This is an optimization exercise on Yosys and OpenROAD, whose aim is small area and a short achievable clock period, not a production implementation. The RTL was checked by simulation tests, not by an equivalence proof against the original design. No activity file was given, so power comes from the tool's default toggle rates.

==> flow/design.v <==
package mips_processor_pkg;
  localparam logic [3:0] OP_NOP  = 4'h0;
  localparam logic [3:0] OP_LI   = 4'h1;
  localparam logic [3:0] OP_ADD  = 4'h2;
  localparam logic [3:0] OP_SUB  = 4'h3;
  localparam logic [3:0] OP_AND  = 4'h4;
  localparam logic [3:0] OP_OR   = 4'h5;
  localparam logic [3:0] OP_XOR  = 4'h6;
  localparam logic [3:0] OP_NOT  = 4'h7;
  localparam logic [3:0] OP_SLL  = 4'h8;
  localparam logic [3:0] OP_MOV  = 4'h9;
  localparam logic [3:0] OP_COMP = 4'hA;
  localparam int OP_LSB = 28;
  localparam int RD_LSB = 24;
  localparam int RS_LSB = 20;
  localparam int RT_LSB = 16;
  localparam int IMM_W  = 16;
  localparam int CW = 21;
endpackage
module mips_alu
#(
  parameter int W = 32
) (
  input  logic           op_as,     
  input  logic           op_sub,
  input  logic           op_and,
  input  logic           op_or,
  input  logic           op_xor,
  input  logic           op_sll,
  input  logic           op_comp,
  input  logic [W-1:0]   a,
  input  logic [W-1:0]   b,
  output logic [W-1:0]   result,
  output logic           carry,
  output logic           overflow,
  output logic           eq
);
  logic [W:0]   sum;
  always_comb begin
    sum      = {1'b0, a} + {1'b0, b} + {{W{1'b0}}, op_sub};
    carry    = sum[W];
    overflow = (a[W-1] == b[W-1]) && (sum[W-1] != a[W-1]);
    eq       = a == b;
    result   = ({W{op_as}}  & sum[W-1:0])
             | ({W{op_and}} & (a & b))
             | ({W{op_or}}  & (a | b))
             | ({W{op_xor}} & (a ^ b))
             | ({W{op_sll}} & (a << b[4:0]))
             | {{(W-1){1'b0}}, op_comp & eq};
  end
endmodule
import mips_processor_pkg::*;
module mips_processor
#(
  parameter int aBit = 6,
  parameter int nBit = 32
) (
  input  logic            clk,
  input  logic            rst,
  input  logic            request,
  input  logic [aBit-1:0] addr,
  input  logic [nBit-1:0] din,
  output logic [nBit-1:0] dout,
  output logic            acknowledge,
  output logic            carry,
  output logic            overflow,
  output logic            equal
);
  logic [CW-1:0]   imem [2**aBit];
  logic [nBit-1:0] regs [16];
  logic [15:0]     valid;
  logic [aBit-1:0] pc;       
  logic [7:0]      fl, fh;
  logic [CW-1:0]   pf;
  logic            pf_v;
  logic            e_we, e_as, e_sub, e_and, e_or, e_xor, e_sll, e_comp;
  logic [3:0]      e_rd;
  logic [15:0]     e_wen;    
  logic [nBit-1:0] opa, opb;
  logic [nBit-1:0] res;
  logic            alu_c, alu_v, alu_eq;
  assign acknowledge = request;
  logic [CW-1:0] din_c;
  always_comb begin
    din_c        = '0;
    din_c[19:16] = din[RD_LSB +: 4];
    if (din[OP_LSB +: 4] == OP_LI) begin
      din_c[20]   = 1'b1;
      din_c[15:0] = din[15:0];
    end else begin
      din_c[15:12] = (din[OP_LSB +: 4] > OP_COMP) ? OP_NOP : din[OP_LSB +: 4];
      din_c[11:8]  = din[RS_LSB +: 4];
      din_c[4:0]   = (din[OP_LSB +: 4] == OP_SLL) ? din[4:0] : {1'b0, din[RT_LSB +: 4]};
    end
  end
  always_ff @(posedge clk)
    if (request) imem[addr] <= din_c;
  logic [CW-1:0] rdw;
  logic [CW-1:0] grp [8];
  always_comb begin
    rdw = '0;
    for (int j = 0; j < 8; j++) begin
      grp[j] = '0;
      for (int k = 0; k < 8; k++)
        grp[j] = grp[j] | ({CW{fl[k]}} & imem[8*j+k]);
      rdw = rdw | ({CW{fh[j]}} & grp[j]);
    end
  end
  always_ff @(posedge clk)
    if (!request)         pf <= rdw;
    else if (addr == pc)  pf <= din_c;
  logic [CW-1:0] w;
  logic          f_li, f_as, f_sub, f_and, f_or, f_xor, f_sll, f_comp, f_mov, f_not, f_we;
  logic [3:0]    f_op, f_rs, f_rt;
  assign w      = pf_v ? pf : imem[1];
  assign f_li   = w[20];
  assign f_op   = w[15:12];
  assign f_as   = !f_li && (f_op == OP_ADD || f_op == OP_SUB);
  assign f_sub  = !f_li && f_op == OP_SUB;
  assign f_and  = !f_li && f_op == OP_AND;
  assign f_mov  = !f_li && f_op == OP_MOV;
  assign f_not  = !f_li && f_op == OP_NOT;
  assign f_or   = f_li || (f_op == OP_OR) || f_mov;
  assign f_xor  = !f_li && (f_op == OP_XOR || f_op == OP_NOT);
  assign f_sll  = !f_li && f_op == OP_SLL;
  assign f_comp = !f_li && f_op == OP_COMP;
  assign f_we   = f_li || f_op != OP_NOP;
  assign f_rs   = pf[11:8];
  assign f_rt   = pf[3:0];
  logic [nBit-1:0] ga, gb, ra, rb, na, nb;
  always_comb begin
    ga = '0;
    gb = '0;
    for (int i = 0; i < 16; i++) begin
      ga = ga | ({nBit{f_rs == 4'(i) && valid[i]}} & regs[i]);
      gb = gb | ({nBit{f_rt == 4'(i) && valid[i]}} & regs[i]);
    end
  end
  assign ra = (e_we && e_rd == f_rs) ? res : ga;
  assign rb = (e_we && e_rd == f_rt) ? res : gb;
  always_comb begin
    na = f_li ? '0 : ra;
    if (f_li || f_sll) nb = {{(nBit-IMM_W){w[IMM_W-1]}}, w[IMM_W-1:0]};
    else if (f_mov)    nb = '0;
    else if (f_not)    nb = '1;
    else               nb = f_sub ? ~rb : rb;    
  end
  mips_alu #(.W(nBit)) alu (
    .op_as(e_as), .op_sub(e_sub), .op_and(e_and), .op_or(e_or), .op_xor(e_xor),
    .op_sll(e_sll), .op_comp(e_comp), .a(opa), .b(opb),
    .result(res), .carry(alu_c), .overflow(alu_v), .eq(alu_eq)
  );
  always_ff @(posedge clk or posedge rst) begin
    if (rst) begin
      pc       <= aBit'(1);
      fl       <= 8'b0000_0100;
      fh       <= 8'b0000_0001;
      pf_v     <= 1'b0;
      e_we     <= 1'b0;
      e_as     <= 1'b0;
      e_sub    <= 1'b0;
      e_and    <= 1'b0;
      e_or     <= 1'b0;
      e_xor    <= 1'b0;
      e_sll    <= 1'b0;
      e_comp   <= 1'b0;
      e_wen    <= '0;
      dout     <= '0;
      carry    <= 1'b0;
      overflow <= 1'b0;
      equal    <= 1'b0;
      valid    <= '0;
    end else if (!request) begin
      pc     <= pc + 1'b1;
      fl     <= {fl[6:0], fl[7]};
      if (fl[7]) fh <= {fh[6:0], fh[7]};
      pf_v   <= 1'b1;
      e_we   <= f_we;
      e_as   <= f_as;
      e_sub  <= f_sub;
      e_and  <= f_and;
      e_or   <= f_or;
      e_xor  <= f_xor;
      e_sll  <= f_sll;
      e_comp <= f_comp;
      for (int i = 0; i < 16; i++) e_wen[i] <= f_we && w[19:16] == 4'(i);
      valid  <= valid | e_wen;
      if (e_we) dout <= res;
      if (e_as) begin
        carry    <= alu_c;
        overflow <= alu_v;
      end
      if (e_comp) equal <= alu_eq;
    end
  end
  always_ff @(posedge clk)
    if (!request) begin
      e_rd <= w[19:16];
      opa  <= na;
      opb  <= nb;
    end
  always_ff @(posedge clk)
    for (int i = 0; i < 16; i++)
      if (!request && e_wen[i]) regs[i] <= res;
endmodule
Settings: LEC_CHECK=0, ABC_CLOCK_PERIOD_IN_PS=3500, CAP_MARGIN=20, CORE_MARGIN=2, CORE_UTILIZATION=40, CTS_BUF_LIST=sky130_fd_sc_hd__clkbuf_4 sky130_fd_sc_hd__clkbuf_8, SETUP_SLACK_MARGIN=4.5, SLEW_MARGIN=20; clock period 8.5 ns.
run.sh (not shown) runs the stock make flow with config.mk's settings and CLKGATE_MAP_FILE= SYNTH_SCRIPT=/design/flow/synth_recipe.tcl, a recipe that flattens the netlist after the stock synthesis.
Then changed:
CTS_BUF_LIST = unset   (was sky130_fd_sc_hd__clkbuf_4 sky130_fd_sc_hd__clkbuf_8)
CTS_CLUSTER_DIAMETER = 100   (was unset)
CTS_CLUSTER_SIZE = 22   (was unset)
SETUP_SLACK_MARGIN = 4.85   (was 4.5)
Result: Setup slack gains 0.43 ns; die area does not change; area after synthesis does not change; wire length decreases slightly.
Then changed:
SETUP_SLACK_MARGIN = 4.5   (was 4.85)
Outcome:
- The changed run completed without violations
- worst setup slack is worse by 0.41 ns
- maximum frequency drops by about 10%
- synthesized area stays the same
- power drops by 0.59%
Then changed:
CTS_CLUSTER_DIAMETER = unset   (was 100)
CTS_CLUSTER_SIZE = unset   (was 22)
SETUP_SLACK_MARGIN = 5.0   (was 4.5)
Wire length goes up by a few percent.
Clock power went up by well over a third.
Design area is higher by a few percent.
Worst setup slack improves by 0.50 ns.
First-iteration DRC count rises by a few percent.
Final cell count is higher by a few percent.
Hold slack gets worse by 0.0092 ns.
Area after synthesis stays the same.
Critical path depth rises by 3.

[what the ideal ports hide]
The flow's constraints put no driver on any port. The routed layouts listed below were extracted and timed again, unchanged, in two steps.
Step 1 (the two cells are an assumption about what drives the block):
set clk [get_ports {clk}]
set_driving_cell -lib_cell sky130_fd_sc_hd__clkbuf_16 $clk
set_driving_cell -lib_cell sky130_fd_sc_hd__buf_2 [delete_from_list [all_inputs] $clk]
Step 2 times the ports against the registers' clock, not the clock port: input delays grow and output delays shrink by t, the midpoint of the rising clock arrivals with the driver on.
Three values: ideal ports, drivers, drivers and shift; two values: the first two.
| run | shift t [ns] | setup WS [ns] | pins driven straight from the clock port |
|---|---|---|---|
| the first run | 1.119 | 4.355 / 4.355 / 3.421 | 1 |
| the second run | 0.865 | 4.782 / 4.782 / 3.941 | 1 |
| the third run | 0.855 | 4.373 / 4.380 / 3.526 | 1 |
| the fourth run | 0.906 | 4.877 / 4.828 / 4.012 | 1 |
After both steps every run listed still meets setup and hold. For the first run, which loses most, drivers alone change the setup slack by 0.000 ns; drivers and shift together by -0.934 ns.
